This is an optimization exercise on Yosys and OpenROAD, whose aim is small area, a short achievable clock period and few clock cycles per item, not a production implementation.
At most, simulation tests tie the RTL to the original design; equivalence was not proved.

## job 7503
==> flow/design.v <==
`default_nettype none
package dpc_pkg;
	localparam int DEF_VALUE_BITS = 32;
	function automatic logic [39:0] bcd_mask(input int s);
		case (s)
			0: bcd_mask = 40'h0000000000;
			1: bcd_mask = 40'h0000000001;
			2: bcd_mask = 40'h0000000003;
			3: bcd_mask = 40'h0000000007;
			4: bcd_mask = 40'h000000001f;
			5: bcd_mask = 40'h000000003f;
			6: bcd_mask = 40'h000000007f;
			7: bcd_mask = 40'h00000001ff;
			8: bcd_mask = 40'h00000003ff;
			9: bcd_mask = 40'h00000007ff;
			10: bcd_mask = 40'h0000001fff;
			11: bcd_mask = 40'h0000003fff;
			12: bcd_mask = 40'h0000007fff;
			13: bcd_mask = 40'h000000ffff;
			14: bcd_mask = 40'h000001ffff;
			15: bcd_mask = 40'h000003ffff;
			16: bcd_mask = 40'h000007ffff;
			17: bcd_mask = 40'h00001fffff;
			18: bcd_mask = 40'h00003fffff;
			19: bcd_mask = 40'h00007fffff;
			20: bcd_mask = 40'h0001ffffff;
			21: bcd_mask = 40'h0003ffffff;
			22: bcd_mask = 40'h0007ffffff;
			23: bcd_mask = 40'h000fffffff;
			24: bcd_mask = 40'h001fffffff;
			25: bcd_mask = 40'h003fffffff;
			26: bcd_mask = 40'h007fffffff;
			27: bcd_mask = 40'h01ffffffff;
			28: bcd_mask = 40'h03ffffffff;
			29: bcd_mask = 40'h07ffffffff;
			30: bcd_mask = 40'h1fffffffff;
			31: bcd_mask = 40'h3fffffffff;
			default: bcd_mask = 40'hffffffffff;
		endcase
	endfunction
	function automatic logic [3:0] dd_adjust(input logic [3:0] d);
		dd_adjust[3] = d[3] | (d[2] & (d[1] | d[0]));
		dd_adjust[2] = d[3] ? d[0] : (d[2] & !d[1] & !d[0]);
		dd_adjust[1] = d[3] ? !d[0] : (d[2] ? (d[1] & d[0]) : d[1]);
		dd_adjust[0] = d[3] ? !d[0] : (d[2] ? (d[1] & !d[0]) : d[0]);
	endfunction
endpackage
`default_nettype wire
`default_nettype none
module dpc_dd_stage
#(
	parameter int S0 = 0,
	parameter int NB = 8
) (
	input  wire logic [39:0]   in_bcd,
	input  wire logic [NB-1:0] in_bits,
	output logic      [39:0]   out_bcd
);
	logic [39:0] b;
	always_comb begin
		b = in_bcd & dpc_pkg::bcd_mask(S0);
		for (int s = 0; s < NB; s++) begin
			for (int k = 0; k < 10; k++) begin
				b[k*4 +: 4] = dpc_pkg::dd_adjust(b[k*4 +: 4]);
			end
			b = {b[38:0], in_bits[NB-1-s]} & dpc_pkg::bcd_mask(S0 + s + 1);
		end
		out_bcd = b;
	end
endmodule
`default_nettype wire
`default_nettype none
module dpc_sym_pairs (
	input  wire logic [39:0] in_bcd,
	output logic      [10:2] out_eq,
	output logic      [9:1]  out_nz
);
	logic [4:0] peq [11];
	always_comb begin
		for (int i = 1; i < 10; i++) begin
			out_nz[i] = |in_bcd[i*4 +: 4];
		end
		for (int l = 2; l <= 10; l++) begin
			peq[l] = 5'h1f;
			for (int i = 0; i < l / 2; i++) begin
				peq[l][i] = (in_bcd[i*4 +: 4] == in_bcd[(l-1-i)*4 +: 4]);
			end
			out_eq[l] = &peq[l];
		end
	end
endmodule
module dpc_sym_check (
	input  wire logic [10:2] in_eq,
	input  wire logic [9:1]  in_nz,
	output logic             out_pal
);
	logic [9:0] nz;
	logic [9:0] hi_zero;
	logic [9:0] term;
	always_comb begin
		nz = {in_nz, 1'b0};
		for (int l = 0; l < 10; l++) begin
			hi_zero[l] = ((nz >> (l + 1)) == 10'd0);
		end
		term[0] = hi_zero[0];
		for (int l = 2; l <= 10; l++) begin
			term[l-1] = nz[l-1] & hi_zero[l-1] & in_eq[l];
		end
		out_pal = |term;
	end
endmodule
`default_nettype wire
`default_nettype none
module decimal_palindrome_check_unit
#(
	parameter int VALUE_BITS = dpc_pkg::DEF_VALUE_BITS
) (
	input  wire logic                         clk,
	input  wire logic                         arst_n,
	input  wire logic                         in_valid,
	output logic                              in_ready,
	input  wire logic signed [VALUE_BITS-1:0] in_value,
	input  wire logic                         in_is_last,
	output logic                              out_valid,
	input  wire logic                         out_ready,
	output logic signed [VALUE_BITS-1:0]      out_value_echo,
	output logic                              out_is_palindrome,
	output logic                              out_last_out
);
	logic        adv;
	logic        valid_q1;
	logic        last_q1;
	logic [31:0] value_q1;
	logic [39:0] bcd_q1;
	logic [39:0] bcd_nx1;
	logic        valid_q2;
	logic        last_q2;
	logic [31:0] value_q2;
	logic [39:0] bcd_q2;
	logic [39:0] bcd_nx2;
	logic        valid_q3;
	logic        last_q3;
	logic [31:0] value_q3;
	logic [39:0] bcd_q3;
	logic [39:0] bcd_nx3;
	logic        valid_q4;
	logic        last_q4;
	logic [31:0] value_q4;
	logic [39:0] bcd_q4;
	logic [39:0] bcd_nx4;
	logic        valid_q5;
	logic        last_q5;
	logic [31:0] value_q5;
	logic [10:2] eq_q5;
	logic [9:1]  nz_q5;
	logic        neg9_q5;
	logic [39:0] bcd_fin;
	logic [39:0] bcd_mag;
	logic        pal;
	logic [10:2] eq_nx;
	logic [9:1]  nz_nx;
	logic        neg_end9;
	logic [3:0]  d0;
	logic [3:0]  d0_inc;
	assign adv      = !valid_q5 || out_ready;
	assign in_ready = adv;
	dpc_dd_stage #(.S0(0), .NB(7)) u_dd0 (
		.in_bcd  (40'd0),
		.in_bits (in_value[30:24] ^ {7{in_value[31]}}),
		.out_bcd (bcd_nx1)
	);
	dpc_dd_stage #(.S0(7), .NB(7)) u_dd1 (
		.in_bcd  (bcd_q1),
		.in_bits (value_q1[23:17] ^ {7{value_q1[31]}}),
		.out_bcd (bcd_nx2)
	);
	dpc_dd_stage #(.S0(14), .NB(7)) u_dd2 (
		.in_bcd  (bcd_q2),
		.in_bits (value_q2[16:10] ^ {7{value_q2[31]}}),
		.out_bcd (bcd_nx3)
	);
	dpc_dd_stage #(.S0(21), .NB(7)) u_dd3 (
		.in_bcd  (bcd_q3),
		.in_bits (value_q3[9:3] ^ {7{value_q3[31]}}),
		.out_bcd (bcd_nx4)
	);
	dpc_dd_stage #(.S0(28), .NB(3)) u_dd4 (
		.in_bcd  (bcd_q4),
		.in_bits (value_q4[2:0] ^ {3{value_q4[31]}}),
		.out_bcd (bcd_fin)
	);
	assign d0     = bcd_fin[3:0];
	assign d0_inc = {d0[3] | (d0[2] & d0[1] & d0[0]), d0[2] ^ (d0[1] & d0[0]), d0[1] ^ d0[0], !d0[0]};
	assign bcd_mag = {bcd_fin[39:4], value_q4[31] ? d0_inc : d0};
	assign neg_end9 = value_q4[31] && bcd_fin[3] && bcd_fin[0];
	dpc_sym_pairs u_pairs (
		.in_bcd  (bcd_mag),
		.out_eq  (eq_nx),
		.out_nz  (nz_nx)
	);
	always_ff @(posedge clk or negedge arst_n) begin
		if (!arst_n) begin
			valid_q1 <= 1'b0;
			valid_q2 <= 1'b0;
			valid_q3 <= 1'b0;
			valid_q4 <= 1'b0;
			valid_q5 <= 1'b0;
		end else begin
			if (adv) begin
				valid_q1 <= in_valid;
				valid_q2 <= valid_q1;
				valid_q3 <= valid_q2;
				valid_q4 <= valid_q3;
				valid_q5 <= valid_q4;
			end
		end
	end
	always_ff @(posedge clk) begin
		if (adv && in_valid) begin
			last_q1  <= in_is_last;
			value_q1 <= in_value;
			bcd_q1   <= bcd_nx1;
		end
		if (adv && valid_q1) begin
			last_q2  <= last_q1;
			value_q2 <= value_q1;
			bcd_q2   <= bcd_nx2;
		end
		if (adv && valid_q2) begin
			last_q3  <= last_q2;
			value_q3 <= value_q2;
			bcd_q3   <= bcd_nx3;
		end
		if (adv && valid_q3) begin
			last_q4  <= last_q3;
			value_q4 <= value_q3;
			bcd_q4   <= bcd_nx4;
		end
		if (adv && valid_q4) begin
			last_q5  <= last_q4;
			value_q5 <= value_q4;
			eq_q5    <= eq_nx;
			nz_q5    <= nz_nx;
			neg9_q5  <= neg_end9;
		end
	end
	assign out_valid         = valid_q5;
	assign out_last_out      = last_q5;
	assign out_value_echo    = value_q5;
	dpc_sym_check u_sym (
		.in_eq   (eq_q5),
		.in_nz   (nz_q5),
		.out_pal (pal)
	);
	assign out_is_palindrome = pal && !neg9_q5;
endmodule
`default_nettype wire
export LEC_CHECK = 0
export ABC_AREA = 1
export CAP_MARGIN = 20
export CORE_MARGIN = 2
export CORE_UTILIZATION = 40
export SETUP_SLACK_MARGIN = 3.35
export SLEW_MARGIN = 20
create_clock -name core_clock -period 6.5 [get_ports {clk}]
standard.sh (not shown) runs the stock make flow with config.mk's settings and CLKGATE_MAP_FILE= SYNTH_SCRIPT=/design/flow/synth_recipe.tcl, a recipe that flattens the netlist after the stock synthesis.
==> flow/flow/run.sh <==
#!/bin/bash
# The standard layout, with the port buffers made as sky130_fd_sc_hd__buf_1 cells (the flow's
# timing repair resizes them where needed) instead of the slow delay-buffer cell that
# buffer_ports picks by default. Every port still gets its buffer.
set -euo pipefail
export BUFFER_PORTS_ARGS="-buffer_cell sky130_fd_sc_hd__buf_1"
bash standard.sh > standard_flow.log 2>&1
Job 7503 went all the way through synthesis, placement and routing and the layout is clean on timing, DRC and antenna.
Testbench counts of job 7503, summed over its fixed seeds: cycles 12,040, items 12,000.
Changes in job 6785 relative to job 7503:
-- flow/config.mk --
<<< job 7503, line 12
export SETUP_SLACK_MARGIN = 3.35
>>> job 6785, line 12
export SETUP_SLACK_MARGIN = 3.0
### Flow results
Job 6785 reached the end of the flow, and the finished layout is clean on the timing, design-rule and antenna checks. Job 6785 vs job 7503: utilization down. Between job 7503 and job 6785, the area of placed instances does not differ in any meaningful way. In the tables for job 6785 and job 7503, final critical path time including I/O delays and setup reads lower with job 7503. From job 7503 to job 6785 the numbers moved as follows: ratio of final minimum period to clock period +2.9 points; final instance count without filler cells now smaller; count of clock-buffer cells in the layout decreased by 8 relative to the old numbers; first-iteration DRC count shows a reduction of 8.9%; worst hold slack did not really move. The critical path class comes out in2out in one run and reg2out in the other, namely in job 6785 and job 7503 respectively. The critical path depth number comes out lower for job 6785 vs job 7503.
--- input diff job 6785..job 2287 ---
-- flow/config.mk --
<<< job 6785, line 12
export SETUP_SLACK_MARGIN = 3.0
>>> job 2287, line 12
export SETUP_SLACK_MARGIN = 3.6
Findings:
Going from job 6785 to job 2287, final standard cell count with taps included and fillers excluded up about 6%, count of placed standard cells including taps held, final-layout fill cell count now smaller, utilization picked up an extra 12 points. Job 2287 has wire length above what job 6785 had. From job 6785 to job 2287 the numbers moved as follows: post-CTS clock slew at the launch and capture registers of the worst setup and hold paths ~0 delta. The share of the clock period used by the worst path after layout in job 2287 sits 0.51 points below the value recorded for job 6785. Taking job 6785 as the reference point, the setup slack of job 2287 rises by 33 ps. The final reports for job 2287 and job 6785 show global routing usage on met1 higher in the former. Job 2287 and job 6785 all finish clean.
--- input diff job 2287..job 9030 ---
-- flow/config.mk --
<<< job 2287, line 12
export SETUP_SLACK_MARGIN = 3.6
>>> job 9030, line 12
export SETUP_SLACK_MARGIN = 3.38
==> comparison <==
Job 9030 vs. job 2287: final-layout clock buffer total went down by 18%; number of detailed-route iterations in the first pass went down by 2; routed length on met3 went down by about 17%; setup slack went up by 73 ps.
On post-route cell area, the higher figure sits with job 2287, not job 9030.
Job 2287 -> job 9030: met1 layer wirelength in the final routing decreased by a little under 10%
Fill cell total of the finished layout ended up 589 higher on job 9030 than on job 2287.

* * *

Starts from the design.v that is shown in full above.
export LEC_CHECK = 0
export ABC_AREA = 1
export CAP_MARGIN = 20
export CORE_MARGIN = 2
export CORE_UTILIZATION = 40
export SETUP_SLACK_MARGIN = 3.3
export SLEW_MARGIN = 20
create_clock -name core_clock -period 6.5 [get_ports {clk}]
Scripts as last shown in full above: flow/flow/run.sh
The baseline produced a clean layout.
Testbench counts at the start, summed over its fixed seeds: cycles 12,040, items 12,000.
Change:
--- a/flow/config.mk
+++ b/flow/config.mk
@@ -10,4 +10,4 @@
 export CORE_MARGIN = 2
 export CORE_UTILIZATION = 40
-export SETUP_SLACK_MARGIN = 3.3
+export SETUP_SLACK_MARGIN = 3.47
 export SLEW_MARGIN = 20
- routed wire length goes up by 5.4%
- cell area goes up by 8.9%
- core utilization goes up by 4.0 points
- setup slack improves by 40 ps
- clock skew goes up by 3.2 ps
Change:
--- a/flow/config.mk
+++ b/flow/config.mk
@@ -10,4 +10,4 @@
 export CORE_MARGIN = 2
 export CORE_UTILIZATION = 40
-export SETUP_SLACK_MARGIN = 3.47
+export SETUP_SLACK_MARGIN = 3.42
 export SLEW_MARGIN = 20
Die area stays the same; clock-buffer cell count falls by 1; utilization falls by 1.8 points; non-clock buffer count falls by 30; cell area falls by 3.5%.

* * *

== 10-11 ==
Starts from the design.v that is shown in full above.
Settings: LEC_CHECK=0, ABC_AREA=1, CAP_MARGIN=20, CORE_MARGIN=2, CORE_UTILIZATION=40, GPL_TIMING_DRIVEN=0, SETUP_SLACK_MARGIN=3.0, SLEW_MARGIN=20; clock period 6.5 ns.
Scripts as last shown in full above: flow/flow/run.sh
10-11 reached the final stage; the timing, design-rule and antenna checks on its layout passed.
Testbench counts of 10-11, summed over its fixed seeds: cycles 12,040, items 12,000.
--- input diff 10-11..08-13 ---
- CAP_MARGIN: 20 -> 10
- GPL_TIMING_DRIVEN: 0 -> unset
- SLEW_MARGIN: 20 -> 10
==> comparison <==
Re cell area: 10-11 was higher than 08-13. NOTE routed wire length 10-11->08-13 decreased by a few percent. 08-13: final cycle utilization of the critical path is 0.35 points lower than what 10-11 reported. From 10-11 to 08-13, synthesized-area fraction occupied by and/or/nand/nor cells did not move at all. The final weighted congestion in routability-driven placement reported for 08-13 is smaller than that of 10-11 by 1.8%. Measured slew at the worst slew-check pin: 10-11 and 08-13 compared, lower one is 10-11.

* * *

decimal_palindrome_check_unit, a different RTL version from the one above (not shown whole).
For scale: ~2800 cells after synthesis, roughly 73 I/O pins, roughly 16000 µm² of cells after synthesis.
Design decimal_palindrome_check_unit, start of the top module:
module decimal_palindrome_check_unit
#(
	parameter int VALUE_BITS = dpc_pkg::DEF_VALUE_BITS
) (
	input  wire logic                         clk,
	input  wire logic                         arst_n,
	input  wire logic                         in_valid,
	output logic                              in_ready,
	input  wire logic signed [VALUE_BITS-1:0] in_value,
	input  wire logic                         in_is_last,
	output logic                              out_valid,
	input  wire logic                         out_ready,
	output logic signed [VALUE_BITS-1:0]      out_value_echo,
	output logic                              out_is_palindrome,
	output logic                              out_last_out
);
make LEC_CHECK=0 ABC_AREA=1 CAP_MARGIN=20 CORE_MARGIN=2 CORE_UTILIZATION=40 SETUP_SLACK_MARGIN=2.2 SLEW_MARGIN=20 finish   # period 6.5 ns
run.sh (not shown) runs the stock make flow with config.mk's settings and CLKGATE_MAP_FILE= SYNTH_SCRIPT=/design/flow/synth_recipe.tcl, a recipe that flattens the netlist after the stock synthesis.
Stock flow here: none of the scripts above is used.
Edit:
SETUP_SLACK_MARGIN = unset   (was 2.2)
=>
- area after synthesis stays the same
- worst setup slack loses 0.36 ns
- routed wire length falls by 28%
- sequential share of layout area grows by 5.4 points
- core utilization fell by 21 points
- final area drops by 30%
- count of clock-buffer cells in the layout came out higher by 1
- die area stays the same
No functional check of the RTL was part of any run of this note.

* * *

Another version of the RTL of decimal_palindrome_check_unit (not shown whole).
Size in the first run: roughly 260 flip-flops, ~73 I/O pins, roughly 21000 µm² of cells after synthesis.
Settings: LEC_CHECK=0, ABC_AREA=1, CAP_MARGIN=20, CORE_MARGIN=2, CORE_UTILIZATION=40, SETUP_SLACK_MARGIN=3.0, SLEW_MARGIN=20; clock period 6.5 ns.
Testbench counts at the start, summed over its fixed seeds: cycles 12,040, items 12,000.
Then changed:
- SETUP_SLACK_MARGIN: 3.0 -> default
Outcome: The new run completed with no timing, DRC or antenna violations; global-route usage came out lower by 0.17 points; area after synthesis stays the same; final cell count stays flat; wire length came out lower by 1.1%; count of clock-buffer cells in the layout grows by 3; sequential share of layout area increases by 0.18 points; via count stays flat; design area drops by 0.53%.

[port drivers added, routing unchanged]
Ports are ideal in the flow. The routed layouts listed here were re-timed in OpenROAD. Step 1 sets driving cells, clkbuf_16 on the clock port and buf_2 on the other inputs (assumed; they add their load-dependent delay and slew). Step 2 adds t to the input delays and takes it off the output delays; t is the mean of the earliest and latest rising clock arrival at the registers after step 1. Input paths then give back, and output paths get back, about the clock's delay inside the block. a / b / c = ideal ports / drivers / drivers and shift; a / b = the first two.
run	t (ns)	setup WS [ns]	slew at the worst register clock pin (ns)	worst data-port slew with drivers (ns)
job 7503	0.578	3.398 / 3.346 / 3.077	0.06 / 0.06	0.05
job 6785	0.622	3.206 / 3.172 / 2.859	0.06 / 0.06	0.05
job 2287	0.590	3.239 / 3.181 / 3.239	0.06 / 0.06	0.05
job 9030	0.631	3.311 / 3.260 / 3.038	0.06 / 0.06	0.04
the first run of note 2	0.635	3.294 / 3.240 / 2.913	0.06 / 0.06	0.04
the second run of note 2	0.625	3.334 / 3.282 / 3.120	0.07 / 0.07	0.04
the third run of note 2	0.623	3.285 / 3.231 / 3.056	0.07 / 0.07	0.05
10-11	0.620	3.184 / 3.160 / 2.787	0.06 / 0.06	0.06
08-13	0.622	3.206 / 3.172 / 2.859	0.06 / 0.06	0.05
the first run of note 4	0.499	0.666 / 0.666 / 0.620	0.07 / 0.07	0.06
the second run of note 4	0.484	0.308 / 0.255 / 0.175	0.06 / 0.06	0.04
the first run of note 5	0.615	3.113 / 3.084 / 3.024	0.07 / 0.07	0.05
the second run of note 5	0.623	2.069 / 2.049 / 2.049	0.06 / 0.06	0.06
After both steps every run listed still meets setup and hold. For 10-11, which loses most, drivers alone change the setup slack by -0.024 ns; drivers and shift together by -0.397 ns.
